What follows belongs to an exercise in optimizing a design on an open flow for small area, a short achievable clock period and few clock cycles; a production flow would make more cautious choices. Function was checked by simulation only, so behaviour that the tests miss may differ from the original. Power and IR drop assume default switching activity.

## flow/flow/run.sh

```bash
#!/bin/bash
# Layout flow: the standard ORFS flow (standard.sh) with these changes:
#  - synthesis maps adders with ABC like the rest of the logic instead of
#    extracting them into the library's full/half-adder cells, which are slow
#    (ADDER_MAP_FILE empty; registers and their names are unchanged);
#  - the port buffers inserted during global placement are
#    sky130_fd_sc_hd__buf_2 instead of the delay-cell buffers buffer_ports
#    picks by default;
#  - clock tree synthesis uses a clkbuf_16 root buffer and clkbuf_8 for the
#    rest of the tree (the same arguments as the standard flow otherwise).
set -euo pipefail
export ADDER_MAP_FILE=
export BUFFER_PORTS_ARGS="-buffer_cell sky130_fd_sc_hd__buf_2"
export CTS_ARGS="-sink_clustering_enable -repair_clock_nets -root_buf sky130_fd_sc_hd__clkbuf_16 -buf_list {sky130_fd_sc_hd__clkbuf_8}"
bash standard.sh > standard_flow.log 2>&1
```

## flow/standard.sh

```bash
#!/bin/bash
# synth_recipe.tcl (not shown) runs the flow's synth.tcl, then flattens the netlist and writes it again
# the make line also repeats each setting of config.mk as NAME=value (left out here)
make -C /OpenROAD-flow-scripts/flow DESIGN_CONFIG=/design/flow/config.mk WORK_HOME=/design/flow/orfs CLKGATE_MAP_FILE= SYNTH_SCRIPT=/design/flow/synth_recipe.tcl "${@:-finish}"
```

## flow/config.mk

```make
export PLATFORM = sky130hd
export DESIGN_NAME = tsp_top
export DESIGN_NICKNAME = tsp_top
export VERILOG_FILES = /design/flow/design.v
export SDC_FILE = /design/flow/constraint.sdc
export NUM_CORES = 4
export LEC_CHECK = 0
export ABC_AREA = 1
export CAP_MARGIN = 20
export CORE_MARGIN = 2
export CORE_UTILIZATION = 50
export PLACE_DENSITY = 0.75
export SETUP_SLACK_MARGIN = 3.0
export SLEW_MARGIN = 20
```

## flow/constraint.sdc

```tcl
create_clock -name core_clock -period 5.0 [get_ports {clk}]
set_input_delay 1.0000 -clock core_clock [delete_from_list [all_inputs] [get_ports {clk}]]
set_output_delay 1.0000 -clock core_clock [all_outputs]
set_load 0.01 [all_outputs]
```

## flow/design.v

```verilog
`default_nettype none
package tsp_pkg;
	localparam logic [7:0] char_cr = 8'h0d;
	localparam logic [7:0] char_lf = 8'h0a;
	localparam logic [7:0] char_zero = 8'h30;
	localparam logic [7:0] char_nine = 8'h39;
	localparam logic [7:0] char_d = 8'h44;
	localparam logic [7:0] char_n = 8'h4e;
	localparam logic [7:0] char_e = 8'h45;
	localparam logic [7:0] char_o = 8'h4f;
	typedef enum logic [1:0] {
		ps_prolog      = 2'd0,
		ps_coordinates = 2'd1,
		ps_busy        = 2'd2
	} parse_state_t;
	localparam int coord_bits_default = 16;
	localparam int node_addr_bits_default = 4;
endpackage
`default_nettype wire
`timescale 1ns/10ps
`default_nettype none
module tsp_top #(
	parameter int coord_bits = tsp_pkg::coord_bits_default,
	parameter int node_addr_bits = tsp_pkg::node_addr_bits_default
) (
	input  wire                                clk,
	input  wire                                rst,
	input  wire  [7:0]                         specdata,
	input  wire                                has_specdata,
	output logic                               ready_to_read,
	output logic [coord_bits+node_addr_bits:0] tour_length,
	output logic                               tour_valid
);
	localparam int len_bits = coord_bits + node_addr_bits + 1;
	localparam int half_bits = len_bits - 1;
	localparam int lo_bits = 11;
	localparam int hi_bits = half_bits - lo_bits;
	localparam logic [2:0] st_hdr_start = 3'd0;  
	localparam logic [2:0] st_hdr_n     = 3'd1;  
	localparam logic [2:0] st_hdr_skip  = 3'd2;  
	localparam logic [2:0] st_hdr_no    = 3'd3;  
	localparam logic [2:0] st_coord     = 3'd4;  
	localparam logic [2:0] st_eof       = 3'd5;  
	logic take;
	logic b_v;          
	logic b_digit;
	logic b_cr;
	logic b_n;
	logic b_o;
	logic b_e;
	logic [3:0] b_d;
	assign take = has_specdata & ready_to_read;
	always_ff @(posedge clk) begin
		if (rst) begin
			ready_to_read <= 1'b0;
			b_v <= 1'b0;
		end else begin
			ready_to_read <= 1'b1;
			b_v <= take && specdata != tsp_pkg::char_lf;
		end
	end
	always_ff @(posedge clk) begin
		b_digit <= (specdata >= tsp_pkg::char_zero) && (specdata <= tsp_pkg::char_nine);
		b_cr <= specdata == tsp_pkg::char_cr;
		b_n <= specdata == tsp_pkg::char_n;
		b_o <= specdata == tsp_pkg::char_o;
		b_e <= specdata == tsp_pkg::char_e;
		b_d <= specdata[3:0];
	end
	logic [2:0] state;
	logic in_num;
	logic [1:0] field_cnt;
	logic first;
	logic [2:0] seq;
	logic close_x;
	logic close_y;
	logic [7:0] acc_lo;
	logic [7:0] acc_hi;
	logic [3:0] acc_k;
	logic [coord_bits-1:0] r;
	logic [coord_bits-1:0] fa;
	logic [coord_bits-1:0] fb;
	logic digit;
	logic field_close;
	logic data_leg;
	logic leg;
	logic eof_cr;
	logic in_num_next;
	logic [11:0] lo_next;
	logic [7:0] hk;
	logic [7:0] hi_next;
	assign lo_next = {acc_lo, 3'b000} + {3'b000, acc_lo, 1'b0} + 12'(b_d);
	assign hk = acc_hi + 8'(acc_k);
	assign hi_next = {hk[4:0], 3'b000} + {hk[6:0], 1'b0};
	assign digit = b_v && b_digit && state == st_coord;
	assign field_close = b_v && !b_digit && in_num;
	assign data_leg = state == st_coord && field_close && field_cnt != 2'd0;
	assign close_x = seq == 3'd2;
	assign close_y = seq == 3'd3;
	assign leg = data_leg || close_x || close_y;
	assign eof_cr = state == st_eof && b_v && b_cr;
	assign in_num_next = b_v ? digit : in_num;
	always_ff @(posedge clk) begin
		if (rst) begin
			state <= st_hdr_start;
			in_num <= 1'b0;
			field_cnt <= '0;
			first <= 1'b1;
			seq <= '0;
		end else begin
			in_num <= in_num_next;
			if (eof_cr)
				seq <= 3'd1;
			else if (seq == 3'd6)
				seq <= '0;
			else if (seq != '0)
				seq <= seq + 3'd1;
			if (close_y)
				first <= 1'b1;
			else if (data_leg && field_cnt == 2'd2)
				first <= 1'b0;
			if (b_v) begin
				if (field_close)
					field_cnt <= field_cnt + 2'd1;
				if (b_cr)
					field_cnt <= '0;
				case (state)
					st_hdr_start:
						if (b_cr)
							state <= st_hdr_start;
						else if (b_n)
							state <= st_hdr_n;
						else
							state <= st_hdr_skip;
					st_hdr_n:
						if (b_cr)
							state <= st_hdr_start;
						else if (b_o)
							state <= st_hdr_no;
						else
							state <= st_hdr_skip;
					st_hdr_skip:
						if (b_cr)
							state <= st_hdr_start;
					st_hdr_no:
						if (b_cr)
							state <= st_coord;
					st_coord:
						if (b_e)
							state <= st_eof;
					default:
						if (b_cr)
							state <= st_hdr_start;
				endcase
			end
		end
	end
	always_ff @(posedge clk) begin
		if (digit) begin
			acc_lo <= lo_next[7:0];
			acc_k <= lo_next[11:8];
			acc_hi <= hi_next;
		end else if (!in_num_next) begin
			{acc_hi, acc_lo} <= (seq == 3'd1 || close_x) ? fa : '0;
			acc_k <= '0;
		end
		r <= {hk, acc_lo};
	end
	logic leg2;
	logic first2;
	logic [coord_bits-1:0] pa;
	logic [coord_bits-1:0] pb;
	logic [coord_bits:0] diff;
	always_ff @(posedge clk) begin
		if (rst)
			leg2 <= 1'b0;
		else
			leg2 <= leg;
	end
	always_ff @(posedge clk) begin
		first2 <= first && data_leg;
		if (leg2) begin
			pa <= pb;
			pb <= r;
		end
		if (first2)
			fb <= r;
		if (first2 || seq == 3'd1)
			fa <= fb;
	end
	assign diff = {1'b0, r} - {1'b0, pa};
	logic [coord_bits-1:0] rise;
	logic leg3;
	logic zero3;
	logic carry;
	logic [lo_bits-1:0] total_lo;
	logic [hi_bits-1:0] total_hi;
	logic [lo_bits:0] sum_lo;
	always_ff @(posedge clk) begin
		if (rst) begin
			leg3 <= 1'b0;
			tour_valid <= 1'b0;
		end else begin
			leg3 <= leg2;
			tour_valid <= seq == 3'd6;
		end
	end
	always_ff @(posedge clk) begin
		rise <= diff[coord_bits-1:0] & {coord_bits{!diff[coord_bits]}};
		zero3 <= first2;
	end
	logic [hi_bits:0] sum_hi_x;
	assign sum_lo = {1'b0, total_lo} + {1'b0, rise[lo_bits-1:0]};
	assign sum_hi_x = {total_hi, 1'b1} + {(leg3 ? hi_bits'(rise[coord_bits-1:lo_bits]) : '0), carry};
	always_ff @(posedge clk) begin
		if (leg3 && zero3) begin
			total_lo <= '0;
			total_hi <= '0;
			carry <= 1'b0;
		end else begin
			if (leg3)
				total_lo <= sum_lo[lo_bits-1:0];
			carry <= leg3 && sum_lo[lo_bits];
			total_hi <= sum_hi_x[hi_bits:1];
		end
	end
	assign tour_length = {total_hi, total_lo, 1'b0};
endmodule
`default_nettype wire
```

==> impl_results.md, run 1 <==
* Seq/Total Area, Yosys at 54.11%
* RSZ-0062 raised after global routing: true
* Worst vdd ir at 0.1931 mV
* Tmin final at 1953 ps
* First-pass GRT wire length at 24.74 mm
* Reg2Reg Capture Point: acc_hi[7]
* Die ar. at 0.01617 mm²
* Post-Synth XOR/XNOR Area at 2.293%
* Crit. Startpoint: acc_k[1]
* Status: complete, no violations
* Vias in the first global route at 5609
* Power Density at 299.2 mW/mm²
* CP Data Required Time at 5140 ps
* Number of flops mapped to enable cells by yosys at 84
* I/O Pins at 34
* Router iterations before antenna repair at 5
* Mux contribution to synthesized area at 0%
* Commonest register cell after synthesis: edfxtp_1
* Fin Setup TNS at 0 ps
* Hold/Removal Path Class: reg2reg
* Yosys warns at 1
* Initial antenna violation count at 0
* Ratio of cells with drive above 1 in the final layout at 15.87%
* Worst slew margin at 42.83%
* Crit. End Element: register
* DP Wirelength at 10.86 mm
* Cell Rows at 45
* Startpoint Class: register
* # DRC at 0
* RePlAce Congestion at 0.9415
* Most common cell after layout, fill and taps aside: nand2_1
* CP max stage delay at 470 ps
* Largest net degree at the start of global routing at 34
* Worst Skew at 13.14 ps
* Remaining global-route overflow at 0
* H-Tree Level Count at 4
* Post-Syn Area per Cell at 8.138 µm²
* Root Driver: clkbuf_16
* Reg2reg start: acc_k[1]
* Core area at 0.01503 mm²
* Layout Nets at 1000
* R2R setup slack at 3050 ps
* Routed len/inst at 12.77 µm
* Reg2Reg Depth at 15
* Hold path startpoint: pb[9]
* Post-route cell area at 0.008631 mm²
* Setup violations, final at 0
* Post-Synth Simple-Gate Area at 25.29%
* Syn Nets at 943
* Flops & latches, synth at 163
* Placed cell area at 0.007941 mm²
* CTS Buf Count at 17
* Antenna fix cells at 0
* # port buffers at 32
* Final setup margin at 3047 ps
* Fillers at 1315
* Cell Chain, Critical Path: nand2_2 > buf_4 > nand2_1 > inv_1 > nand2_2 > nand3_2 > nand2_2 > nor2_4 > inv_2 > o21ai_4 > nand2_2 > nand2_1 > nand3_1 > nand3_1 > nand2_1
* Starting density of the core at 50.45%
* Most frequent CP cell: nand2_2
* Post-synth ARST share at 0%
* Cells after Synth at 932
* Total power at 2.582 mW
* Clock sinks at 163
* P_leak at 3.979 nW
* Via count at 6078
* Crit path kind: reg2reg
* Vias per std cell at 5.108
* Largest family of logic cells by synthesized area: simple AND/OR/NAND/NOR gates
* Cell area after synthesis at 0.007585 mm²
* Commonest non-fill, non-tap cells in the layout: 206 x nand2_1, 150 x inv_1, 114 x nor2_1
* Synthesized-area fraction occupied by adder cells at 0%
* CP arrival at 2100 ps
* Synth Area in Compound Gates at 10.08%
* Post-route ant nets at 0
* DRC violation total after the first TritonRoute iteration at 478
* CTS clk-pin slew, worst paths at 90 ps
* CP Max Fanout at 4
* Slew Viols, Final at 0
* Area Overhead vs Synth at 13.79%
* Max cap viols at 0
* DIE HEIGHT at 127.2 µm
* GRT Util Overall at 19.25%
* Setup WS pre-CTS at 2806 ps
* Final WL at 15.20 mm
* Slew @ Worst Pin at 856.4 ps
* Clock Tree Buf Depth at 2
* Synth cell types at 45
* Die Wd at 127.2 µm
* Maximum clock rate at 512.1 MHz
* Final Hold Fails at 0
* Final period util at 39.06%
* Worst Setup EP: acc_hi[7]
* CTS tree: yes
* CP max-delay cell: edfxtp_1
* Clk Latency, worst-skew pair at 380 ps
## synth_stat cells (2+ instances only)
cell type / number / share of area, %
or2_4: 2 / 0.23
or2_2: 2 / 0.16
a32o_1: 5 / 0.66
nand2_1: 227 / 11
o21a_1: 2 / 0.20
edfxtp_1: 84 / 33
o21ai_1: 9 / 0.59
nand3_1: 55 / 3.6
nand4_1: 8 / 0.66
nor4_1: 4 / 0.33
o21ai_2: 3 / 0.35
a21boi_0: 2 / 0.20
nor3_1: 13 / 0.86
xnor2_1: 3 / 0.35
inv_2: 5 / 0.25
dfxtp_1: 79 / 21
a31oi_1: 6 / 0.49
clkbuf_1: 2 / 0.099
xor2_1: 15 / 1.7
a21o_1: 3 / 0.30
a211oi_1: 4 / 0.40
nor2_1: 126 / 6.2
inv_1: 148 / 7.3
nand2_2: 11 / 0.91
o31ai_1: 3 / 0.30
buf_4: 3 / 0.30
or2_1: 4 / 0.33
o21ai_0: 35 / 2.3
o211ai_1: 4 / 0.40
a21oi_1: 50 / 3.3
## routing by layer
layer / vias to the layer above / wire, µm / global-route usage [%]
met5: - / 0 / 0
met4: 0 / 336 / 7.822
met3: 27 / 629 / 4.271
met2: 131 / 7320 / 32.73
met1: 2783 / 6915 / 23.92
li1: 3137 / - / -
## worst max-delay path, delay by kind of cell (launching register included)
family          cells  cell delay, ps
buf+inv             3             250
compound gates      1              80
flops               1             470
simple gates       11             900
## state kept, by name (all words and copies together), names as in the netlist, 9 cells and up
| name | count |
|---|---|
| fa | 16 |
| fb | 16 |
| pa | 16 |
| pb | 16 |
| r | 16 |
| rise | 16 |
| total_lo | 11 |
| total_hi | 9 |
## through the flow
stage / utilization (%) / hold slack, ps / cells
2_1_floorplan: - / 400.3 / 932
3_3_place_gp: 52.83 / 400.7 / 1146
3_5_place_dp: 52.83 / 405.4 / 1146
4_1_cts: 55.27 / 419.2 / 1179
5_1_grt: 57.41 / 425.4 / 1190
6_report: 57.41 / 415.3 / 1190
## area by class of cell
cell class                      instances  area, µm²  share of cell area (%)
Clock buffer                           18      259.0                   3.001
Clock inverter                         14      101.3                   1.174
Inverter                              153      576.8                   6.683
Multi-Input combinational cell        609       3090                   35.81
Sequential cell                       163       4110                   47.62
Tap cell                              188      235.2                   2.725
Timing Repair Buffer                   45      257.7                   2.986
## logic make-up (layout without fill, tap and decap cells)
logic type                count (synthesis)  count (layout)
DFF                                     163             163
AOI/OAI and AO/OA                       131             131
and+or+nand+nor                         458             458
buffers and inverters                   160             230
other                                     1               1
xor gates and xnor gates                 19              19
## where the power goes
group	internal, mW	total (mW)	switching (mW)
Sequential	1.43	1.47	0.0328
Combinational	0.0808	0.226	0.145
Clock	0.418	0.891	0.473
Total	1.93	2.58	0.651
## worst min path at each step
stage / endpoint / cells after the start
detailed placement: pa[13] / 0
finish: pa[9] / 0
CTS: pa[9] / 0
floorplan: fa[0] / 0
global placement: pa[4] / 0
global route: pa[9] / 0
## timing repair
action,4_1_cts,5_1_grt
setup endpoints to repair,15,30
buffers inserted,1,11
gates resized for setup,0,74
gates cloned,0,0
hold buffers,0,0
pin swaps,1,19
Testbench counts, summed over its fixed seeds: cycles 19,615.
==> run 2, diff against run 1 <==
--- a/flow/config.mk
+++ b/flow/config.mk
@@ -11,3 +11,2 @@
 export CORE_UTILIZATION = 50
-export PLACE_DENSITY = 0.75
 export SETUP_SLACK_MARGIN = 3.0
==> impl_results.md, run 2 <==
* Yosys warns at 1
* WHS Path Cells at 0
* Total power at 2.728 mW
* Synth top area cells: edfxtp_1 33%, dfxtp_1 21%, nand2_1 11%
* RePlAce Congestion at 0.8786
* Post-Syn Area per Cell at 8.138 µm²
* GRT Util Overall at 20.02%
* Remaining global-route overflow at 0
* DIE HEIGHT at 127.2 µm
* Routed len/inst at 13.01 µm
* Gr busiest metal: met2
* Max cap viols at 0
* First-pass GRT wire length at 25.24 mm
* Dominant cell by count in the synthesized netlist: nand2_1
* Reg2Reg Capture Point: acc_hi[7]
* Clock Tree Buf Depth at 2
* Router iterations before antenna repair at 5
* WP depth at 1
* Die ar. at 0.01617 mm²
* Final period util at 38.60%
* P_leak at 3.913 nW
* CTS clk-pin slew, worst paths at 80 ps
* Mux contribution to synthesized area at 0%
* Final WL at 15.41 mm
* Post-Synth Simple-Gate Area at 25.29%
* Core area at 0.01503 mm²
* Layout Nets at 995
* Clock sinks at 163
* CP arrival at 930 ps
* Most common cell after layout, fill and taps aside: nand2_1
* Root Driver: clkbuf_16
* Final Hold Fails at 0
* Post-route ant nets at 0
* # DRC at 0
* Worst vdd ir at 0.1808 mV
* DRC violation total after the first TritonRoute iteration at 260
* Reg2Reg Depth at 12
* Commonest non-fill, non-tap cells in the layout: 214 x nand2_1, 147 x inv_1, 114 x nor2_1
* CTS tree: yes
* Ratio of cells with drive above 1 in the final layout at 13.74%
* Crit path kind: reg2out
* Commonest register cell after synthesis: edfxtp_1
* Post-synth top area share at 33.26%
* Post-Synth XOR/XNOR Area at 2.293%
* Reg2reg start: acc_hi[1]
* Power Density at 318.5 mW/mm²
* CTS Buf Count at 17
* CP max-delay cell: dfxtp_1
* # port buffers at 32
* RSZ-0062 raised after global routing: true
* Cells after Synth at 932
* Setup violations, final at 0
* Post-synth ARST share at 0%
* Hold worst-path end: fa[3]
* Startpoint Class: register
* Syn Nets at 943
* Cell Chain, Critical Path: buf_2
* Hold path startpoint: fb[3]
* Largest net degree at the start of global routing at 34
* Slew @ Worst Pin at 881.8 ps
* Synth Area in Compound Gates at 10.08%
* CP Data Required Time at 4000 ps
* Area Overhead vs Synth at 12.90%
* Vias per std cell at 4.975
* Flops & latches, synth at 163
* Met2 Track Usage GR at 32.76%
* Largest family of logic cells by synthesized area: simple AND/OR/NAND/NOR gates
* I/O Pins at 34
* Crit. End Element: output pin
* Antenna fix cells at 0
* Worst Skew at 13.68 ps
* Hold/Removal Path Class: reg2reg
* Most frequent cells after synthesis: 227 x nand2_1, 148 x inv_1, 126 x nor2_1
* Fillers at 1368
* CP max stage delay at 400 ps
* Met3 Track Usage GR at 4.816%
* Status: complete, no violations
* Initial antenna violation count at 0
* Worst slew margin at 41.07%
* Fin Setup TNS at 0 ps
* Cell area after synthesis at 0.007585 mm²
* Seq/Total Area, Yosys at 54.11%
* Met1 GRT Util at 25.95%
* Worst path buffer plus inverter count at 1
* Clk Latency, worst-skew pair at 380 ps
* H-Tree Level Count at 4
* DP Wirelength at 11.52 mm
* Synthesized-area fraction occupied by adder cells at 0%
* CP top delay family: flip-flops
* Cell Rows at 45
* R2R setup slack at 3080 ps
* CP Max Fanout at 4
* Slew Viols, Final at 0
* Via count at 5895
* Tmin final at 1930 ps
* Synth area leader: edfxtp_1
* Maximum clock rate at 518.1 MHz
* Synth cell types at 45
* Die Wd at 127.2 µm
* Vias in the first global route at 5352
* Starting density of the core at 50.45%
* Number of flops mapped to enable cells by yosys at 84
run 2: cell counts after synthesis:
No cell type changed its count.
run 2: kinds of logic after synthesis:
family          count (synthesis)
simple gates                  458
buf+inv                       160
other cells                     1
compound gates                131
flops                         163
xor+xnor                       19
run 2: where the power goes:
group	internal [mW]	leakage [nW]	switching, mW
clock	0.561	0.217	0.485
combinational	0.0768	2.23	0.138
sequential	1.43	1.47	0.0341
total	2.07	3.91	0.657
run 2: metal layers:
layer  wire length, µm  part of all wire [%]
met1              7327                    48
met2              7277                    47
met3               483                   3.1
met4               323                   2.1
met5                 0                     0
run 2: what timing repair did:
| action | 4_1_cts | 5_1_grt |
|---|---|---|
| buffers inserted | 1 | 6 |
| endpoints found under the setup margin | 16 | 24 |
| hold buffers | 0 | 0 |
| gates resized for setup | 1 | 46 |
| pin swaps | 1 | 7 |
| cloned | 0 | 0 |
run 2: worst max-delay path by stage:
stage / start / slack (ps) / end
6_report: total_lo[7] / 3070 / tour_length[8]
5_1_grt: acc_hi[2] / 2910 / acc_hi[7]
4_1_cts: pa[1] / 3030 / rise[11]
3_5_place_dp: state[0] / 2770 / acc_lo[4]
3_3_place_gp: state[0] / 2810 / acc_lo[4]
2_1_floorplan: acc_lo[0] / 3290 / acc_lo[7]
run 2: cell type report:
type / count / area (µm²) / area share (%)
Tap cell: 188 / 235.2 / 2.747
Multi-Input combinational cell: 609 / 2988 / 34.89
Sequential cell: 163 / 4109 / 47.98
Clock inverter: 15 / 191.4 / 2.236
Timing Repair Buffer: 40 / 220.2 / 2.572
Clock buffer: 17 / 245.2 / 2.864
Inverter: 153 / 574.3 / 6.707
run 2: per-stage QoR:
stage	worst slack, ps	instance area [µm²]	utilization [%]	hold slack (ps)	std cells
after floorplan	3289	7585	-	400.3	932
after global placement	2808	7941	52.83	401.1	1146
after detailed placement	2772	7941	52.83	405.2	1146
after CTS	3028	8387	55.79	412.3	1179
after global routing	2907	8563	56.96	423.6	1185
final	3070	8563	56.96	410.7	1185
==> run 3, diff against run 2 <==
--- a/flow/config.mk
+++ b/flow/config.mk
@@ -10,3 +10,4 @@
 export CORE_MARGIN = 2
-export CORE_UTILIZATION = 50
+export CORE_UTILIZATION = 45
+export GPL_TIMING_DRIVEN = 0
 export SETUP_SLACK_MARGIN = 3.0
==> impl_results.md, run 3 <==
* Post-Syn Area per Cell at 8.138 µm²
* Area Overhead vs Synth at 15.03%
* CTS clk-pin slew, worst paths at 90 ps
* CP Data Required Time at 4000 ps
* Post-synth ARST share at 0%
* Routed len/inst at 12.65 µm
* Starting density of the core at 45.90%
* Status: complete, no violations
* Worst Skew at 16.74 ps
* Vias per std cell at 4.803
* Power Density at 298.9 mW/mm²
* Ratio of cells with drive above 1 in the final layout at 16.29%
* Root Driver: clkbuf_16
* H-Tree Level Count at 4
* Yosys warns at 1
* Syn Nets at 943
* RSZ-0062 raised after global routing: true
* Maximum clock rate at 515.6 MHz
* Crit. End Element: output pin
* CP top delay family: flip-flops
* P_leak at 4.013 nW
* Via count at 5893
* Cells after Synth at 932
* Final period util at 38.79%
* CP max-delay cell: dfxtp_1
* Post-Synth Simple-Gate Area at 25.29%
* Setup violations, final at 0
* GRT Util Overall at 18.16%
* Tmin final at 1940 ps
* Hold Buf Count CTS at 0
* Die ar. at 0.01791 mm²
* Flops & latches, synth at 163
* Post-Synth XOR/XNOR Area at 2.293%
* Fin Setup TNS at 0 ps
* Slew @ Worst Pin at 942.2 ps
* Final WL at 15.52 mm
* Max cap viols at 0
* Core area at 0.01652 mm²
* First-pass GRT wire length at 25.70 mm
* DIE HEIGHT at 133.8 µm
* Post-route ant nets at 0
* Placed cell area at 0.008016 mm²
* Cell Rows at 47
* Synthesized-area fraction occupied by adder cells at 0%
* Synth Area in Compound Gates at 10.08%
* Mux contribution to synthesized area at 0%
* Dominant cell by count in the synthesized netlist: nand2_1
* Synth top area cells: edfxtp_1 33%, dfxtp_1 21%, nand2_1 11%
* Crit path kind: reg2out
* Fillers at 1588
* Worst path buffer plus inverter count at 1
* Clock Tree Buf Depth at 2
* # DRC at 0
* Remaining global-route overflow at 0
* Most common cell after layout, fill and taps aside: nand2_1
* Commonest non-fill, non-tap cells in the layout: 209 x nand2_1, 146 x inv_1, 112 x nor2_1
* Commonest register cell after synthesis: edfxtp_1
* Vias in the first global route at 5380
* Final Hold Fails at 0
* CTS Buf Count at 17
* Hold/Removal Path Class: reg2reg
* Clock sinks at 163
* Slew Viols, Final at 0
* CP max stage delay at 410 ps
* Post-synth top area share at 33.26%
* Worst vdd ir at 0.1878 mV
* Layout Nets at 1005
* CTS tree: yes
* CP arrival at 940 ps
* Seq/Total Area, Yosys at 54.11%
* Startpoint Class: register
* Clk Latency, worst-skew pair at 380 ps
* Cell Chain, Critical Path: buf_2
* I/O Pins at 34
* Die Wd at 133.8 µm
* Worst slew margin at 37.03%
* Antenna fix cells at 0
* DRC violation total after the first TritonRoute iteration at 273
* DP Wirelength at 11.12 mm
* Initial antenna violation count at 0
* CP Max Fanout at 5
* Router iterations before antenna repair at 6
* Synth cell types at 45
* RePlAce Congestion at 0.8430
* Cell area after synthesis at 0.007585 mm²
* # port buffers at 31
* Post-route cell area at 0.008725 mm²
* Synth area leader: edfxtp_1
* Largest net degree at the start of global routing at 34
* Largest family of logic cells by synthesized area: simple AND/OR/NAND/NOR gates
* Most frequent cells after synthesis: 227 x nand2_1, 148 x inv_1, 126 x nor2_1
* Core Util, Final at 52.80%
* Hold slack at 423.2 ps
* Number of flops mapped to enable cells by yosys at 84
==> run 3: layout make-up <==
cell class                      instances  area, µm²  area share, %
Sequential cell                       163       4111          47.12
Multi-Input combinational cell        609       3088          35.39
Inverter                              153      579.3          6.640
Tap cell                              220      275.3          3.155
Clock buffer                           17      245.2          2.811
Timing Repair Buffer                   43      245.2          2.811
Clock inverter                         15      130.1          1.491
Buffer                                  7      50.05         0.5736
==> run 3: repair_timing <==
| item | CTS | global route |
|---|---|---|
| pin swaps | 1 | 26 |
| endpoints found under the setup margin | 15 | 28 |
| setup buffers | 2 | 10 |
| gates resized for setup | 2 | 78 |
==> run 3: worst paths after layout <==
| kind | from | end | slack [ps] | cells past startpoint |
|---|---|---|---|---|
| hold / removal | pb[0] | pa[0] | 420 | 0 |
| setup / recovery | total_lo[5] | tour_length[6] | 3060 | 1 |
| hold reg to reg | pb[0] | pa[0] | 420 | 0 |
| setup reg to reg | acc_hi[1] | acc_hi[7] | 3060 | 13 |
==> run 3: cell families (layout without fill, tap and decap cells) <==
kind of cell,Yosys count,in the layout
compound gates,131,131
flops,163,163
other cells,1,1
xor+xnor,19,19
buf+inv,160,235
simple gates,458,458
==> run 3: metal layers <==
layer	wire length, µm	part of all wire, %	GRT usage [%]	vias to the layer above
met5	0	0	0	-
met4	123	0.79	4.610	0
met3	457	2.9	3.855	11
met2	7204	46	28.58	76
met1	7738	50	25.71	2662
li1	-	-	-	3144
==> run 3: power breakdown <==
| group | internal, mW | total (mW) | switching, mW |
|---|---|---|---|
| combinational | 0.0814 | 0.224 | 0.142 |
| sequential | 1.43 | 1.47 | 0.0343 |
| clock | 0.420 | 0.916 | 0.497 |
| total | 1.93 | 2.61 | 0.673 |
==> run 3: through the flow <==
step | worst slack [ps] | cells | power (mW)
finish | 3060 | 1227 | 2.608
floorplan | 3289 | 932 | 1.639
global route | 2925 | 1227 | 2.733
detailed placement | 2715 | 1183 | 1.697
CTS | 3001 | 1217 | 2.614
global placement | 2730 | 1183 | 1.695
==> run 4, diff against run 3 <==
--- a/flow/config.mk
+++ b/flow/config.mk
@@ -10,3 +10,3 @@
 export CORE_MARGIN = 2
-export CORE_UTILIZATION = 45
+export CORE_UTILIZATION = 50
 export GPL_TIMING_DRIVEN = 0
==> impl_results.md, run 4 <==
* Post-synth top area share at 33.26%
* Starting density of the core at 50.45%
* Ratio of cells with drive above 1 in the final layout at 13.66%
* Final Hold Fails at 0
* CP arrival at 930 ps
* Area Overhead vs Synth at 12.29%
* Met1 GRT Util at 25.77%
* Remaining global-route overflow at 0
* CTS clk-pin slew, worst paths at 80 ps
* Vias in the first global route at 5516
* Seq/Total Area, Yosys at 54.11%
* Root Driver: clkbuf_16
* Synth Area in Compound Gates at 10.08%
* Slew Viols, Final at 0
* Reg2reg start: acc_hi[1]
* Clk Latency, worst-skew pair at 390 ps
* Max cap viols at 0
* Crit path kind: reg2out
* DIE HEIGHT at 127.2 µm
* Clock sinks at 163
* Most frequent cells after synthesis: 227 x nand2_1, 148 x inv_1, 126 x nor2_1
* Tmin final at 1927 ps
* # DRC at 0
* WP depth at 1
* Cell Rows at 45
* Die ar. at 0.01617 mm²
* Number of flops mapped to enable cells by yosys at 84
* Met3 Track Usage GR at 4.146%
* Flops & latches, synth at 163
* Worst Skew at 13.17 ps
* Post-Syn Area per Cell at 8.138 µm²
* Mux contribution to synthesized area at 0%
* # port buffers at 31
* CTS tree: yes
* I/O Pins at 34
* Crit. Startpoint: total_hi[6]
* Synth cell types at 45
* Dominant cell by count in the synthesized netlist: nand2_1
* Antenna fix cells at 0
* Cells after Synth at 932
* R2R setup slack at 3080 ps
* Core area at 0.01503 mm²
* Post-Synth XOR/XNOR Area at 2.293%
* Slew @ Worst Pin at 905.4 ps
* Reg2Reg Depth at 12
* CP top delay family: flip-flops
* Synthesized-area fraction occupied by adder cells at 0%
* Routed len/inst at 12.72 µm
* Crit. End Element: output pin
* Yosys warns at 1
* Commonest non-fill, non-tap cells in the layout: 219 x nand2_1, 150 x inv_1, 112 x nor2_1
* Fillers at 1429
* Largest net degree at the start of global routing at 34
* CP Max Fanout at 4
* Post-synth ARST share at 0%
* Met2 Track Usage GR at 33.49%
* Worst path buffer plus inverter count at 1
* RePlAce Congestion at 0.8674
* GRT Util Overall at 20.04%
* DP Wirelength at 11.38 mm
* Cell area after synthesis at 0.007585 mm²
* Final WL at 15.15 mm
* Final period util at 38.54%
* Via count at 5861
* DRC violation total after the first TritonRoute iteration at 244
* P_leak at 3.924 nW
* Post-Synth Simple-Gate Area at 25.29%
* H-Tree Level Count at 4
* Vias per std cell at 4.921
* RSZ-0062 raised after global routing: true
* Cell Chain, Critical Path: buf_2
* Post-route ant nets at 0
* Startpoint Class: register
* Hold/Removal Path Class: reg2reg
* CTS Buf Count at 17
* Placed cell area at 0.007976 mm²
* Synth top area cells: edfxtp_1 33%, dfxtp_1 21%, nand2_1 11%
* CP Data Required Time at 4000 ps
* First-pass GRT wire length at 25.39 mm
* Hold Buf Count CTS at 0
* Worst vdd ir at 0.2031 mV
* Setup violations, final at 0
* Syn Nets at 943
* Layout Nets at 1001
* Commonest register cell after synthesis: edfxtp_1
* Power Density at 299.2 mW/mm²
* Initial antenna violation count at 0
* WHS Path Cells at 0
* CP max stage delay at 390 ps
* Synth area leader: edfxtp_1
* Die Wd at 127.2 µm
* Worst Setup EP: tour_length[18]
* Total power at 2.549 mW
* Status: complete, no violations
* Maximum clock rate at 519.0 MHz
* Most common cell after layout, fill and taps aside: nand2_1
* Post-route cell area at 0.008517 mm²
* Gr busiest metal: met2
* Fin Setup TNS at 0 ps
* Clock Tree Buf Depth at 2
* Worst slew margin at 39.49%
* Router iterations before antenna repair at 5
* Largest family of logic cells by synthesized area: simple AND/OR/NAND/NOR gates
* CP max-delay cell: dfxtp_1
* Reg2Reg Capture Point: acc_hi[7]
## run 4: per-layer routing
metal / up-vias / routed length (µm)
met5: - / 0
met4: 0 / 327
met3: 30 / 523
met2: 95 / 7113
met1: 2607 / 7183
li1: 3129 / -
## run 4: stage by stage
stage / hold WS (ps) / worst slack [ps] / util, % / cells
2_1_floorplan: 400.3 / 3289 / - / 932
3_3_place_gp: 400.6 / 2802 / 53.05 / 1151
3_5_place_dp: 404.5 / 2799 / 53.06 / 1151
4_1_cts: 415.0 / 3019 / 55.45 / 1184
5_1_grt: 419.8 / 2864 / 56.65 / 1191
6_report: 413.7 / 3073 / 56.65 / 1191
## run 4: cell families (layout without fill, tap and decap cells)
kind of cell,count (synthesis),after routing
simple gates,458,458
flops,163,163
buf+inv,160,231
compound gates,131,131
xor+xnor,19,19
other cells,1,1
## run 4: final cells by class
class	count	area [µm²]	area share, %
Buffer	7	46.29	0.5436
Clock buffer	17	245.2	2.879
Clock inverter	15	101.3	1.190
Inverter	153	576.8	6.772
Multi-Input combinational cell	609	2987	35.07
Sequential cell	163	4110	48.26
Tap cell	188	235.2	2.762
Timing Repair Buffer	39	215.2	2.527
## run 4: how the worst min path moves through the flow
stage | start | to | slack (ps)
floorplan | fb[0] | fa[0] | 400
global placement | pb[5] | pa[5] | 400
detailed placement | pb[14] | pa[14] | 400
CTS | fb[7] | fa[7] | 410
global route | fb[3] | fa[3] | 420
finish | fb[7] | fa[7] | 410
## run 4: power breakdown
part	internal (mW)	leakage [nW]	switching [mW]
Sequential	1.43	1.47	0.0327
Combinational	0.0761	2.26	0.137
Clock	0.402	0.198	0.469
## run 4: timing repair
action	in CTS	in global routing
pin swaps	1	12
gates resized for setup	2	44
buffers inserted	1	7
setup endpoints to repair	14	29
==> run 5, diff against run 4 <==
--- a/flow/config.mk
+++ b/flow/config.mk
@@ -12,3 +12,3 @@
 export GPL_TIMING_DRIVEN = 0
-export SETUP_SLACK_MARGIN = 3.0
+export SETUP_SLACK_MARGIN = 2.95
 export SLEW_MARGIN = 20
==> impl_results.md, run 5 <==
* Status: complete, no violations
* Synth cell types at 45
* Flops & latches, synth at 163
* Commonest register cell after synthesis: edfxtp_1
* I/O Pins at 34
* CTS clk-pin slew, worst paths at 80 ps
* Routed len/inst at 12.79 µm
* Clock sinks at 163
* Hold/Removal Path Class: reg2reg
* # DRC at 0
* DRC violation total after the first TritonRoute iteration at 227
* Final WL at 15.18 mm
* Remaining global-route overflow at 0
* Slew @ Worst Pin at 923.6 ps
* Cell Rows at 45
* Maximum clock rate at 506.4 MHz
* H-Tree Level Count at 4
* Crit path kind: reg2reg
* Ratio of cells with drive above 1 in the final layout at 13.11%
* Die ar. at 0.01617 mm²
* Syn Nets at 943
* Seq/Total Area, Yosys at 54.11%
* Router iterations before antenna repair at 5
* Post-synth ARST share at 0%
* Starting density of the core at 50.45%
* Startpoint Class: register
* Setup WS pre-CTS at 2799 ps
* Layout Nets at 997
* DIE HEIGHT at 127.2 µm
* Total power at 2.546 mW
* Vias in the first global route at 5516
* Largest net degree at the start of global routing at 34
* Power Density at 300.2 mW/mm²
* Worst Skew at 13.48 ps
* Post-synth top area share at 33.26%
* Fin Setup TNS at 0 ps
* Cells after Synth at 932
* Synth area leader: edfxtp_1
* Die Wd at 127.2 µm
* Final setup margin at 3025 ps
* Cell area after synthesis at 0.007585 mm²
* DP Wirelength at 11.38 mm
* CP Max Fanout at 5
* Most frequent cells after synthesis: 227 x nand2_1, 148 x inv_1, 126 x nor2_1
* First-pass GRT wire length at 25.39 mm
* CTS Buf Count at 17
* Final Hold Fails at 0
* Number of flops mapped to enable cells by yosys at 84
* Worst vdd ir at 0.2025 mV
* Clock Tree Buf Depth at 2
* Slew Viols, Final at 0
* Commonest non-fill, non-tap cells in the layout: 214 x nand2_1, 147 x inv_1, 118 x nor2_1
* Setup violations, final at 0
* Final period util at 39.50%
* Worst slew margin at 38.28%
* GRT Util Overall at 20.04%
* Vias per std cell at 4.916
* P_leak at 3.914 nW
* Post-Syn Area per Cell at 8.138 µm²
* Crit. End Element: register
* CP arrival at 2110 ps
* RePlAce Congestion at 0.8674
* CTS tree: yes
* Post-route ant nets at 0
* Dominant cell by count in the synthesized netlist: nand2_1
* Fillers at 1439
* Synth top area cells: edfxtp_1 33%, dfxtp_1 21%, nand2_1 11%
* Core area at 0.01503 mm²
* Area Overhead vs Synth at 11.81%
* Initial antenna violation count at 0
* Root Driver: clkbuf_16
* Yosys warns at 1
* Tmin final at 1975 ps
* RSZ-0062 raised after global routing: false
* Most common cell after layout, fill and taps aside: nand2_1
* # port buffers at 31
* CP Data Required Time at 5130 ps
* Clk Latency, worst-skew pair at 390 ps
* Hold slack at 415.6 ps
* Via count at 5835
* Max cap viols at 0
* Antenna fix cells at 0
[run 5: cell count changes in the layout (fill, tap and decap cells not counted), sizes merged]
cell	change
buf	-4
[run 5: per-layer routing]
metal / GRT usage [%] / routed length, µm / share of wire, % / up-vias
met2: 33.49 / 7107 / 47 / 96
li1: - / - / - / 3127
met5: 0 / 0 / 0 / -
met3: 4.146 / 497 / 3.3 / 27
met1: 25.77 / 7274 / 48 / 2585
met4: 7.757 / 305 / 2.0 / 0
[run 5: repair_timing]
item / in CTS / in global routing
pin swaps: 1 / 15
setup endpoints to repair: 11 / 27
gates cloned: 0 / 0
gates resized for setup: 1 / 42
hold buffers: 0 / 0
buffers inserted: 1 / 3
[run 5: kinds of logic after synthesis]
family	count (synthesis)	share of synthesized area, %
AO/OA/AOI/OAI	131	10.08
XOR/XNOR	19	2.293
flip-flops	163	54.11
AND/OR/NAND/NOR	458	25.29
buffers and inverters	160	8.182
other	1	0.04944
[run 5: critical path, cell delays in order (launching register included)]
cell      delay, ps
edfxtp_1        450
nand2_2         170
inv_2            80
a21oi_2         140
nand3_1         100
nand2_2         110
nor2_4           60
buf_4           130
nor2_1          130
nand3_2         110
a21oi_1         170
o21ai_1          80
[run 5: worst paths after layout]
kind                  start        end  slack (ps)  cells after the start
hold / removal        fb[7]      fa[7]         420                      0
hold reg to reg       fb[7]      fa[7]         420                      0
setup / recovery  acc_hi[1]  acc_hi[6]        3030                     11
setup reg to reg  acc_hi[1]  acc_hi[6]        3030                     11
[run 5: layout make-up]
type / count / area, µm² / share of cell area (%)
flip-flops and latches: 163 / 4105 / 48.41
multi-input cells: 609 / 2985 / 35.20
inverters: 153 / 576.8 / 6.801
clock buffers: 17 / 245.2 / 2.892
well taps: 188 / 235.2 / 2.774
repair buffers: 35 / 185.2 / 2.184
clock inverters: 15 / 101.3 / 1.195
plain buffers: 7 / 46.29 / 0.5459
[run 5: through the flow]
stage                     utilization, %  std cells  area [µm²]
after floorplan                        -        932        7585
after global placement             53.05       1151        7975
after detailed placement           53.06       1151        7976
after CTS                          55.43       1184        8333
after global routing               56.41       1187        8481
final                              56.41       1187        8481
[run 5: report_power, final]
group	switching, mW	internal [mW]
Combinational	0.136	0.0755
Clock	0.467	0.402
Sequential	0.0328	1.43
==> run 6, diff against run 5 <==
--- a/flow/config.mk
+++ b/flow/config.mk
@@ -12,3 +12,3 @@
 export GPL_TIMING_DRIVEN = 0
-export SETUP_SLACK_MARGIN = 2.95
+export SETUP_SLACK_MARGIN = 3.1
 export SLEW_MARGIN = 20
==> impl_results.md, run 6 <==
* WHS Path Cells at 0
* Seq/Total Area, Yosys at 54.11%
* Setup violations, final at 0
* Tmin final at 1969 ps
* Reg2reg start: acc_hi[1]
* Hold worst-path end: fa[7]
* Clk Latency, worst-skew pair at 390 ps
* R2R setup slack at 3030 ps
* Reg2Reg Capture Point: acc_hi[6]
* Crit. End Element: register
* Final Hold Fails at 0
* Via count at 6092
* Post-Syn Area per Cell at 8.138 µm²
* Remaining global-route overflow at 0
* Commonest register cell after synthesis: edfxtp_1
* Die Wd at 127.2 µm
* Router iterations before antenna repair at 4
* CP Data Required Time at 5130 ps
* Hold slack at 413.6 ps
* Largest net degree at the start of global routing at 34
* Most common cell after layout, fill and taps aside: nand2_1
* Die ar. at 0.01617 mm²
* Slew @ Worst Pin at 906.1 ps
* Final setup margin at 3031 ps
* Reg2Reg Depth at 12
* Synth area leader: edfxtp_1
* Ratio of cells with drive above 1 in the final layout at 23.95%
* Worst Skew at 19.25 ps
* Slew Viols, Final at 0
* Hold/Removal Path Class: reg2reg
* Max cap viols at 0
* Synth cell types at 45
* Clock Tree Buf Depth at 2
* Antenna fix cells at 0
* Cell area after synthesis at 0.007585 mm²
* Worst vdd ir at 0.2035 mV
* Area Overhead vs Synth at 19.70%
* Core area at 0.01503 mm²
* First-pass GRT wire length at 25.82 mm
* Hold Buf Count CTS at 0
* Yosys warns at 1
* Number of flops mapped to enable cells by yosys at 84
* Layout Nets at 1025
* Clock sinks at 163
* Setup WS pre-CTS at 2799 ps
* Post-synth top area share at 33.26%
* Vias in the first global route at 5623
* Flops & latches, synth at 163
* CP arrival at 2100 ps
* I/O Pins at 34
* P_leak at 4.144 nW
* Maximum clock rate at 507.8 MHz
* Final period util at 39.38%
* Cells after Synth at 932
* Initial antenna violation count at 0
* Commonest non-fill, non-tap cells in the layout: 201 x nand2_1, 143 x inv_1, 93 x nor2_1
* Syn Nets at 943
* DIE HEIGHT at 127.2 µm
* Routed len/inst at 13.21 µm
* Hold path startpoint: fb[7]
* Synth top area cells: edfxtp_1 33%, dfxtp_1 21%, nand2_1 11%
* Vias per std cell at 5.014
* # port buffers at 31
* Core Util, Final at 60.39%
* # DRC at 0
* CTS clk-pin slew, worst paths at 90 ps
* CP Max Fanout at 3
* Root Driver: clkbuf_16
* Worst slew margin at 39.45%
* Post-synth ARST share at 0%
* GRT Util Overall at 20.38%
* Power Density at 286.4 mW/mm²
* CTS Buf Count at 17
* Fin Setup TNS at 0 ps
* H-Tree Level Count at 4
* Startpoint Class: register
* DP Wirelength at 11.38 mm
* CTS tree: yes
* Most frequent cells after synthesis: 227 x nand2_1, 148 x inv_1, 126 x nor2_1
* Dominant cell by count in the synthesized netlist: nand2_1
* Cell Rows at 45
* DRC violation total after the first TritonRoute iteration at 249
* Post-route ant nets at 0
* Final WL at 16.05 mm
* Starting density of the core at 50.45%
* RSZ-0062 raised after global routing: true
* Status: complete, no violations
* RePlAce Congestion at 0.8674
* Crit path kind: reg2reg
run 6: cell counts after synthesis:
No cell type changed its count.
run 6: per-layer routing:
metal	up-vias	global-route usage [%]	wire length [µm]
li1	3181	-	-
met1	2761	25.93	7258
met2	120	34.28	7877
met3	30	4.146	581
met4	0	8.145	338
met5	-	0	0
run 6: what timing repair did:
item	CTS	global route
pin swaps	10	36
setup buffers	11	20
gates cloned	0	1
endpoints found under the setup margin	35	59
gates resized for setup	37	126
run 6: how the worst max path moves through the flow:
stage                          from         to  slack [ps]  cells after the start
final                     acc_hi[1]  acc_hi[6]        3030                     12
after global routing      acc_hi[1]  acc_hi[7]        2910                     14
after CTS                  state[1]  acc_hi[2]        3090                     11
after detailed placement   state[0]  acc_hi[2]        2800                     11
after global placement     state[0]  acc_hi[2]        2800                     11
after floorplan           acc_lo[0]  acc_lo[7]        3290                     13
run 6: kinds of logic after synthesis:
family          Yosys count  share of synthesized area, %
compound gates          131                         10.08
xor+xnor                 19                         2.293
buf+inv                 160                         8.182
flops                   163                         54.11
other cells               1                       0.04944
simple gates            458                         25.29
run 6: layout make-up:
type	count	area, µm²
fillers	1347	5954
well taps	188	235.2
clock inverters	15	101.3
flip-flops and latches	163	4136
plain buffers	7	46.29
multi-input cells	609	3286
inverters	153	581.8
repair buffers	63	446.7
clock buffers	17	245.2
run 6: critical path: stages, from the launching register on:
cell and delay (ps):
edfxtp_1 470, nor2_2 180, buf_4 140, nor2_2 40
nand3_2 80, nand3_1 120, nand2_4 110, nor2_4 40
buf_4 130, o21ai_2 170, nand3_1 90, nand2_1 70
o21ai_1 50
run 6: report_power, final:
group | internal [mW] | switching (mW) | total, mW | leakage [nW]
Combinational | 0.103 | 0.161 | 0.264 | 2.47
Clock | 0.402 | 0.467 | 0.869 | 0.198
Sequential | 1.44 | 0.0322 | 1.47 | 1.47
Total | 1.94 | 0.660 | 2.60 | 4.14
run 6: through the flow:
step                cells  power, mW  instance area (µm²)
floorplan             932      1.639                 7585
global placement     1151      1.694                 7975
detailed placement   1151      1.696                 7976
CTS                  1194      2.570                 8483
global route         1215      2.720                 9079
finish               1215      2.600                 9079
==> run 7, diff against run 6 <==
--- a/flow/flow/run.sh
+++ b/flow/flow/run.sh
@@ -13,3 +13,3 @@
 export BUFFER_PORTS_ARGS="-buffer_cell sky130_fd_sc_hd__buf_2"
-export CTS_ARGS="-sink_clustering_enable -repair_clock_nets -root_buf sky130_fd_sc_hd__clkbuf_16 -buf_list {sky130_fd_sc_hd__clkbuf_8}"
+export CTS_ARGS="-sink_clustering_enable -repair_clock_nets -root_buf sky130_fd_sc_hd__clkbuf_16 -buf_list {sky130_fd_sc_hd__clkbuf_8} -sink_clustering_size 24 -sink_clustering_max_diameter 60 -sink_buffer_max_cap_derate 1.0"
 bash standard.sh > standard_flow.log 2>&1
--- a/flow/config.mk
+++ b/flow/config.mk
@@ -12,3 +12,3 @@
 export GPL_TIMING_DRIVEN = 0
-export SETUP_SLACK_MARGIN = 3.1
+export SETUP_SLACK_MARGIN = 3.0
 export SLEW_MARGIN = 20
==> impl_results.md, run 7 <==
* Status: complete, no violations
* Post-synth ARST share at 0%
* Cell Chain, Critical Path: buf_2
* Clk pwr share at 34.1%
* Cell Rows at 45
* Sequential power share at 57.5%
* Synth top area cells: edfxtp_1 33%, dfxtp_1 21%, nand2_1 11%
* I/O Pins at 34
* Core Util, Final at 56.65%
* DIE HEIGHT at 127.2 µm
* Die ar. at 0.01617 mm²
* Largest net degree at the start of global routing at 34
* Startpoint Class: register
* Fin Setup TNS at 0 ps
* Layout Nets at 1001
* Hold Buf Count CTS at 0
* Most common cell after layout, fill and taps aside: nand2_1
* Internal power at 1.911 mW
* # port buffers at 31
* Multi-input logic area at 0.002987 mm²
* Worst slew margin at 39.49%
* Crit path kind: reg2out
* Setup violations, final at 0
* Flops & latches, synth at 163
* Cell area after synthesis at 0.007585 mm²
* CTS clk-pin slew, worst paths at 80 ps
* Post-route cell area at 0.008517 mm²
* DRC violation total after the first TritonRoute iteration at 244
* DP Wirelength at 11.38 mm
* Slew @ Worst Pin at 905.4 ps
* Sw Pwr at 0.6380 mW
* Core area at 0.01503 mm²
* Most frequent cells after synthesis: 227 x nand2_1, 148 x inv_1, 126 x nor2_1
* Cells after Synth at 932
* WHS Path Cells at 0
* Starting density of the core at 50.45%
* WP depth at 1
* Root Driver: clkbuf_16
* Initial antenna violation count at 0
* Final WL at 15.15 mm
* Area Overhead vs Synth at 12.29%
* Comb power frac at 8.3%
* Crit. Startpoint: total_hi[6]
* RePlAce Congestion at 0.8674
* Worst vdd ir at 0.2031 mV
* Final Hold Fails at 0
* CP max stage delay at 390 ps
* Seq/Total Area, Yosys at 54.11%
* H-Tree Level Count at 4
* Slew Viols, Final at 0
* Post-route ant nets at 0
* CTS Buf Count at 17
* CP Data Required Time at 4000 ps
* Crit. End Element: output pin
* Reg2reg start: acc_hi[1]
* Via count at 5861
* Switching part of the total at 25.03%
* Tmin final at 1927 ps
* Yosys warns at 1
* Post-Syn Area per Cell at 8.138 µm²
* Max cap viols at 0
* Vias per std cell at 4.921
* Vias in the first global route at 5516
* Clk Latency, worst-skew pair at 390 ps
* Remaining global-route overflow at 0
* Die Wd at 127.2 µm
* CTS tree: yes
* P_leak at 3.924 nW
* Final period util at 38.54%
* Power Density at 299.2 mW/mm²
* Clock Tree Buf Depth at 2
* Synth cell types at 45
* CP max-delay cell: dfxtp_1
* Maximum clock rate at 519.0 MHz
* Worst path buffer plus inverter count at 1
* Clock sinks at 163
* Synth area leader: edfxtp_1
* R2R setup slack at 3080 ps
* CP Max Fanout at 4
* CP top delay family: flip-flops
* Dominant cell by count in the synthesized netlist: nand2_1
* Post-synth top area share at 33.26%
* Fillers at 1429
* Number of flops mapped to enable cells by yosys at 84
* Commonest non-fill, non-tap cells in the layout: 219 x nand2_1, 150 x inv_1, 112 x nor2_1
* GRT Util Overall at 20.04%
* Router iterations before antenna repair at 5
* Register area at 0.004110 mm²
* Antenna fix cells at 0
* First-pass GRT wire length at 25.39 mm
* Hold path startpoint: fb[7]
* Placed cell area at 0.007976 mm²
* CP arrival at 930 ps
* Routed len/inst at 12.72 µm
* Worst Skew at 13.17 ps
* Hold/Removal Path Class: reg2reg
* Reg2Reg Depth at 12
* Syn Nets at 943
* # DRC at 0
* Ratio of cells with drive above 1 in the final layout at 13.66%
* RSZ-0062 raised after global routing: true
* Commonest register cell after synthesis: edfxtp_1
==> run 7: changes by cell type in the layout (fill, tap and decap cells not counted), moves of 10 or more <==
cell,change
buf_4,-22
dfxtp_1,+19
nor2_1,+19
dfxtp_2,-18
nand2_1,+18
nor2_2,-16
nand2_4,-10
nand3_1,+10
==> run 7: power groups by stage <==
| stage | clock (mW) | sequential, mW | combinational (mW) |
|---|---|---|---|
| floorplan | 0 | 1.49 | 0.147 |
| global placement | 0 | 1.50 | 0.198 |
| detailed placement | 0 | 1.50 | 0.200 |
| CTS | 0.892 | 1.47 | 0.201 |
| global route | 0.948 | 1.47 | 0.247 |
| finish | 0.870 | 1.47 | 0.213 |
==> run 7: cell type report <==
class	count	share of cell area [%]
flip-flops and latches	163	48.26
well taps	188	2.762
repair buffers	39	2.527
plain buffers	7	0.5436
inverters	153	6.772
clock buffers	17	2.879
multi-input cells	609	35.07
clock inverters	15	1.190
==> run 7: cells by family after synthesis <==
group / Yosys count / synth area share (%)
flip-flops: 163 / 54.11
buffers and inverters: 160 / 8.182
XOR/XNOR: 19 / 2.293
other: 1 / 0.04944
AO/OA/AOI/OAI: 131 / 10.08
AND/OR/NAND/NOR: 458 / 25.29
==> run 7: final timing paths <==
path	end
min reg2reg	fa[7]
min	fa[7]
max	tour_length[18]
max reg2reg	acc_hi[7]
==> run 7: repair_timing <==
action | in CTS | in global routing
endpoints found under the setup margin | 14 | 29
pin swaps | 1 | 12
endpoints found under the hold margin | 0 | 0
gates cloned | 0 | 0
resized for setup | 2 | 44
buffers inserted | 1 | 7
==> run 7: routing by layer <==
metal / share of wire, % / GRT usage [%] / up-vias / routed length (µm)
li1: - / - / 3129 / -
met1: 47 / 25.77 / 2607 / 7183
met2: 47 / 33.49 / 95 / 7113
met3: 3.5 / 4.146 / 30 / 523
met4: 2.2 / 7.757 / 0 / 327
met5: 0 / 0 / - / 0
==> run 7: per-stage QoR <==
| stage | hold WS, ps | power, mW | cells | setup slack [ps] |
|---|---|---|---|---|
| 2_1_floorplan | 400.3 | 1.639 | 932 | 3289 |
| 3_3_place_gp | 400.6 | 1.694 | 1151 | 2802 |
| 3_5_place_dp | 404.5 | 1.696 | 1151 | 2799 |
| 4_1_cts | 415.0 | 2.558 | 1184 | 3019 |
| 5_1_grt | 419.8 | 2.668 | 1191 | 2864 |
| 6_report | 413.7 | 2.549 | 1191 | 3073 |
==> run 8, diff against run 7 <==
==> flow/flow/run.sh (replaced) <==
#!/bin/bash
# Layout flow: the standard ORFS flow (standard.sh) with these changes:
#  - synthesis maps adders with ABC like the rest of the logic instead of
#    extracting them into the library's full/half-adder cells, which are slow
#    (ADDER_MAP_FILE empty);
#  - the final ABC mapping of synthesis runs flow/abc.script instead of ORFS's
#    abc_area.script (synth_abc.tcl swaps the script, then runs the standard flow's own
#    synth_recipe.tcl unchanged, so registers and their names are unchanged);
#  - the port buffers inserted during global placement are
#    sky130_fd_sc_hd__buf_2 instead of the delay-cell buffers buffer_ports
#    picks by default;
#  - clock tree synthesis uses a clkbuf_16 root buffer and clkbuf_8 for the
#    rest of the tree (the same arguments as the standard flow otherwise).
set -euo pipefail
here=$(pwd)
export ADDER_MAP_FILE=
export BUFFER_PORTS_ARGS="-buffer_cell sky130_fd_sc_hd__buf_2"
export CTS_ARGS="-sink_clustering_enable -repair_clock_nets -root_buf sky130_fd_sc_hd__clkbuf_16 -buf_list {sky130_fd_sc_hd__clkbuf_8}"
export MY_ABC_SCRIPT="$here/flow/abc.script"
export FLOW_SYNTH_TCL="$here/synth_recipe.tcl"
sed "s|SYNTH_SCRIPT=[^ ]*|SYNTH_SCRIPT=$here/flow/synth_abc.tcl|" standard.sh > standard_abc.sh
grep -q "SYNTH_SCRIPT=$here/flow/synth_abc.tcl" standard_abc.sh
bash standard_abc.sh > standard_flow.log 2>&1
==> flow/flow/abc.script (new file) <==
strash
dch
map -a
topo
stime -c
buffer -c
upsize -c
dnsize -c
==> flow/flow/synth_abc.tcl (new file) <==
# Runs the standard flow's synthesis script (synth_recipe.tcl) with one change: the abc
# call that maps the logic to cells uses the script in MY_ABC_SCRIPT.
proc abc {args} {
  set out {}
  set skip 0
  foreach a $args {
    if {$skip} { set skip 0; continue }
    if {$a eq "-script"} { lappend out -script $::env(MY_ABC_SCRIPT); set skip 1; continue }
    lappend out $a
  }
  puts "abc with $::env(MY_ABC_SCRIPT)"
  yosys abc {*}$out
}
source $::env(FLOW_SYNTH_TCL)
==> impl_results.md, run 8 <==
* RSZ-0062 raised after global routing: true
* Cell area after synthesis at 0.007122 mm²
* Tmin final at 2506 ps
* Yosys warns at 1
* First-pass GRT wire length at 23.92 mm
* Post-route cell area at 0.009284 mm²
* DP Wirelength at 9.275 mm
* Synth area leader: edfxtp_1
* Met1 wire length at 6.499 mm
* Status: complete, no violations
* Setup violations, final at 0
* P_leak at 3.843 nW
* Final Hold Fails at 0
* Core area at 0.01388 mm²
* H-Tree Level Count at 4
* RePlAce Congestion at 0.8716
* Fillers at 1007
* Crit path kind: reg2reg
* Synth top area cells: edfxtp_1 35%, dfxtp_1 22%, nor2_1 8.9%
* # DRC at 0
* Cells after Synth at 794
* Crit. Startpoint: acc_hi[1]
* Power Density at 292.3 mW/mm²
* Hold Buf Count CTS at 0
* Via count at 5734
* Ratio of cells with drive above 1 in the final layout at 33.05%
* Core Util, Final at 66.88%
* Maximum clock rate at 399.0 MHz
* Clk Latency, worst-skew pair at 380 ps
* Starting density of the core at 51.31%
* Clock sinks at 163
* Clock Tree Buf Depth at 2
* Seq/Total Area, Yosys at 57.62%
* Worst vdd ir at 0.2098 mV
* Slew Viols, Final at 0
* WL met3 at 597 µm
* Syn Nets at 805
* Hold path startpoint: pb[12]
* Cell Rows at 43
* Number of flops mapped to enable cells by yosys at 84
* Setup WS pre-CTS at 2230 ps
* Routed len/inst at 13.49 µm
* # port buffers at 31
* Commonest non-fill, non-tap cells in the layout: 134 x nor2_1, 119 x inv_1, 86 x nand2_1
* Synth cell types at 54
* Area Overhead vs Synth at 30.36%
* Commonest register cell after synthesis: edfxtp_1
* Placed cell area at 0.007511 mm²
* Max cap viols at 0
* Root Driver: clkbuf_16
* Post-synth ARST share at 0%
* CP arrival at 2630 ps
* Die ar. at 0.01521 mm²
* Reg2reg start: acc_hi[1]
* Antenna fix cells at 0
* Flops & latches, synth at 163
* Die Wd at 123.3 µm
* Final setup margin at 2494 ps
* DIE HEIGHT at 123.3 µm
* Hold/Removal Path Class: reg2reg
* DRC violation total after the first TritonRoute iteration at 419
* DR WL met2 at 7.885 mm
* CTS tree: yes
* Initial antenna violation count at 0
* Fin Setup TNS at 0 ps
* Layout Nets at 951
* Worst slew margin at 39.48%
* Remaining global-route overflow at 0
* Post-synth top area share at 35.42%
* CTS Buf Count at 17
* Vias per std cell at 5.061
* Vias in the first global route at 5317
* Crit. End Element: register
* Router iterations before antenna repair at 5
* Most common cell after layout, fill and taps aside: nor2_1
* Final period util at 50.13%
* Post-route ant nets at 0
* Final WL at 15.28 mm
* Total power at 2.714 mW
* I/O Pins at 34
* Startpoint Class: register
* Post-Syn Area per Cell at 8.970 µm²
* Uppermost layer routed: met4
* Worst Skew at 17.71 ps
* Most frequent cells after synthesis: 169 x nor2_1, 134 x inv_1, 103 x nand2_1
* CP Max Fanout at 3
* Dominant cell by count in the synthesized netlist: nor2_1
* Largest net degree at the start of global routing at 34
* CTS clk-pin slew, worst paths at 90 ps
* CP Data Required Time at 5120 ps
* GRT Util Overall at 20.30%
* Slew @ Worst Pin at 906.6 ps
[run 8: cells by family after synthesis]
| kind of cell | share of synthesized area, % |
|---|---|
| AOI/OAI and AO/OA | 11.30 |
| xor gates and xnor gates | 3.180 |
| other | 0.05266 |
| buffers and inverters | 8.046 |
| DFF | 57.62 |
| and+or+nand+nor | 19.80 |
[run 8: final cells by class]
class                           count  area [µm²]  share of cell area (%)
Timing Repair Buffer              127       958.4                   10.32
Buffer                              7       56.30                  0.6065
Clock inverter                     14       161.4                   1.739
Tap cell                          180       225.2                   2.426
Sequential cell                   163        4115                   44.33
Inverter                          142       533.0                   5.741
Multi-Input combinational cell    482        2975                   32.05
Clock buffer                       18       259.0                   2.790
[run 8: per-layer routing]
metal	up-vias	track usage, %
li1	2883	-
met1	2669	23.72
met5	-	0
met4	0	7.741
met3	31	5.120
met2	151	35.75
[run 8: final timing paths]
path               end  slack [ps]  depth (start not counted)
max          acc_hi[6]        2490                         16
min reg2reg     pa[12]         420                          0
max reg2reg  acc_hi[6]        2490                         16
min             pa[12]         420                          0
[run 8: power breakdown]
group          leakage (nW)  switching [mW]  internal [mW]
registers              1.47          0.0277           1.43
clock network         0.211           0.474          0.526
logic                  2.16           0.148          0.107
total                  3.84           0.650           2.06
[run 8: per-stage QoR]
step / hold WS (ps) / cells
floorplan: 393.2 / 794
global placement: 401.3 / 1005
detailed placement: 404.5 / 1005
CTS: 425.5 / 1103
global route: 430.5 / 1133
finish: 424.2 / 1133
[run 8: repair_timing]
item                                    CTS  global route
pin swaps                                24            55
endpoints found under the setup margin   41            49
gates cloned                              1             0
resized for setup                        71           109
setup buffers                            65            30
[run 8: critical path, cell delays in order, from the launching register on]
cell	delay, ps
edfxtp_1	430
nand2_2	110
inv_2	40
nor2_2	110
nand2_1	90
nand3_2	100
nand2_4	70
nand2_2	80
o21ai_2	50
or2_1	240
nand2_2	100
inv_2	60
nor2_2	130
nor2_2	80
a211oi_1	290
xor2_1	180
o22ai_1	90
==> run 9, diff against run 8 <==
==> flow/flow/abc.script (replaced) <==
strash
dc2
dch
map -B 0.9
topo
stime -c
buffer -c
upsize -c
dnsize -c
==> impl_results.md, run 9 <==
* Maximum clock rate at 388.4 MHz
* CTS clk-pin slew, worst paths at 80 ps
* Startpoint Class: register
* # DRC at 0
* Clock sinks at 163
* CTS tree: yes
* P_leak at 4.141 nW
* DP Wirelength at 9.140 mm
* Starting density of the core at 50.68%
* Total power at 2.429 mW
* Worst vdd ir at 0.1755 mV
* RePlAce Congestion at 0.8405
* Clk Latency, worst-skew pair at 370 ps
* Commonest non-fill, non-tap cells in the layout: 149 x nand2_1, 99 x inv_1, 84 x edfxtp_1
* Worst Skew at 10.64 ps
* Dominant cell by count in the synthesized netlist: nand2_1
* R2R setup slack at 2430 ps
* Status: complete, no violations
* Cells after Synth at 768
* Initial antenna violation count at 0
* Cell area after synthesis at 0.006980 mm²
* Die ar. at 0.01492 mm²
* Power Density at 259.2 mW/mm²
* Core area at 0.01377 mm²
* Tmin final at 2575 ps
* CP Data Required Time at 5130 ps
* Slew Viols, Final at 0
* Router iterations before antenna repair at 5
* Crit. End Element: register
* Yosys warns at 1
* RSZ-0062 raised after global routing: true
* Post-synth top area share at 36.14%
* DIE HEIGHT at 122.2 µm
* CTS Buf Count at 17
* First-pass GRT wire length at 24.94 mm
* Flops & latches, synth at 163
* Most frequent cells after synthesis: 192 x nand2_1, 109 x inv_1, 84 x edfxtp_1
* Vias per std cell at 5.045
* Root Driver: clkbuf_16
* Max cap viols at 0
* Vias in the first global route at 5674
* Crit path kind: reg2reg
* Final period util at 51.50%
* GRT Util Overall at 21.57%
* Cell Rows at 43
* Ratio of cells with drive above 1 in the final layout at 36.74%
* Setup violations, final at 0
* Layout Nets at 948
* Synth top area cells: edfxtp_1 36%, dfxtp_1 23%, nand2_1 10%
* Routed len/inst at 14.42 µm
* Number of flops mapped to enable cells by yosys at 84
* Clock Tree Buf Depth at 2
* Final WL at 16.30 mm
* Most common cell after layout, fill and taps aside: nand2_1
* Antenna fix cells at 0
* Syn Nets at 779
* Seq/Total Area, Yosys at 58.79%
* # port buffers at 31
* I/O Pins at 34
* H-Tree Level Count at 4
* CP Max Fanout at 2
* Remaining global-route overflow at 0
* Hold/Removal Path Class: reg2reg
* Worst slew margin at 38.80%
* Die Wd at 122.2 µm
* Slew @ Worst Pin at 915.8 ps
* Synth cell types at 46
* Post-Syn Area per Cell at 9.089 µm²
* Post-route ant nets at 0
* Post-synth ARST share at 0%
* Synth area leader: edfxtp_1
* Via count at 5701
* Hold Buf Count CTS at 0
* Commonest register cell after synthesis: edfxtp_1
* Largest net degree at the start of global routing at 34
* Area Overhead vs Synth at 34.25%
* Final Hold Fails at 0
* Fin Setup TNS at 0 ps
* DRC violation total after the first TritonRoute iteration at 376
* CP arrival at 2700 ps
## run 9: cell types whose count changed after synthesis, moves of 6 or more
cell | previous run | this run
nand2_2 | 3 | 13
o22ai_1 | 13 | 3
nor3_1 | 22 | 4
nor2_1 | 169 | 80
nand2_1 | 103 | 192
inv_2 | 8 | 1
or2_2 | 0 | 8
nand3_1 | 12 | 43
nor2_4 | 2 | 10
inv_1 | 134 | 109
o32ai_1 | 6 | 0
nor4_1 | 7 | 1
## run 9: worst paths after layout
check,start,to,cells after the start
setup / recovery,acc_hi[1],acc_hi[5],15
hold / removal,fb[11],fa[11],0
setup reg to reg,acc_hi[1],acc_hi[5],15
hold reg to reg,fb[11],fa[11],0
## run 9: critical path, stage by stage (launching register included)
cell,delay (ps)
edfxtp_1,400
or2_1,270
nand3_2,90
nand2_2,70
maj3_2,350
nand2_1,80
nand2_1,60
inv_2,70
nand2_1,70
nand2_2,80
inv_2,50
nand2_2,70
nand2_2,60
or2_1,250
buf_4,140
a32o_1,200
## run 9: stage by stage
step | hold slack [ps] | instances | setup slack [ps] | area (µm²) | util (%)
2_1_floorplan | 400.3 | 768 | 2677 | 7010 | -
3_3_place_gp | 400.2 | 979 | 2490 | 7391 | 53.66
3_5_place_dp | 404.5 | 979 | 2455 | 7392 | 53.67
4_1_cts | 422.3 | 1106 | 2536 | 8783 | 63.77
5_1_grt | 427.5 | 1130 | 2322 | 9371 | 68.04
6_report | 421.1 | 1130 | 2425 | 9371 | 68.04
## run 9: final cells by class
cell class	instances	area, µm²
buffer	10	75.07
clock buffer	17	245.2
clock inverter	15	127.6
fill	995	4402
inverter	113	429.2
multi-input combinational	482	2850
sequential	163	4126
tap	180	225.2
timing repair buffer	150	1292
## run 9: where the power goes
part / switching, mW / leakage, nW / total [mW] / internal, mW
registers: 0.0114 / 1.48 / 1.41 / 1.40
clock network: 0.458 / 0.200 / 0.909 / 0.451
logic: 0.0504 / 2.47 / 0.109 / 0.0590
total: 0.519 / 4.14 / 2.43 / 1.91
## run 9: kinds of logic after synthesis
logic type,count (synthesis),share of synthesized area [%]
flip-flops,163,58.79
XOR/XNOR,27,3.495
AND/OR/NAND/NOR,371,23.89
buffers and inverters,123,6.919
other,1,0.05372
AO/OA/AOI/OAI,82,6.686
adder cells (fa/ha/maj),1,0.1613
## run 9: routing by layer
| layer | share of wire [%] | vias up | GRT usage (%) | wire, µm |
|---|---|---|---|---|
| met5 | 0 | - | 0 | 0 |
| met4 | 3.1 | 0 | 10.49 | 512 |
| met3 | 3.8 | 40 | 4.073 | 620 |
| met2 | 52 | 174 | 38.69 | 8431 |
| met1 | 41 | 2684 | 24.63 | 6731 |
| li1 | - | 2803 | - | - |
## run 9: what timing repair did
action	4_1_cts	5_1_grt
setup endpoints to repair	49	69
buffers inserted	94	24
gates cloned	1	0
resized for setup	98	122
pin swaps	39	55

[static timing again, ports no longer ideal]
No port has a modelled driver above. Below, the same layouts with a new extraction and two added sets of constraints. Step 1 assumes that a clkbuf_16 drives the clock port and a buf_2 every other input. Step 2, shift: input delay + t, output delay - t, t = (earliest + latest rising clock arrival at the registers) / 2. This alone moves slack from input paths to output paths. Three values: no drivers, after step 1, after step 2; two values: the first two.
| run | shift t [ns] | slack for setup (ns) |
|---|---|---|
| run 1 | 0.417 | 3.047 / 3.037 / 3.047 |
| run 2 | 0.417 | 3.070 / 3.030 / 3.081 |
| run 3 | 0.410 | 3.060 / 3.019 / 3.063 |
| run 4 | 0.420 | 3.073 / 3.032 / 3.079 |
| run 5 | 0.420 | 3.025 / 3.012 / 3.025 |
| run 6 | 0.419 | 3.031 / 3.031 / 3.031 |
| run 7 | 0.420 | 3.073 / 3.032 / 3.079 |
| run 8 | 0.407 | 2.494 / 2.494 / 2.494 |
| run 9 | 0.410 | 2.425 / 2.425 / 2.425 |
After both steps setup and hold are still met in every run listed.
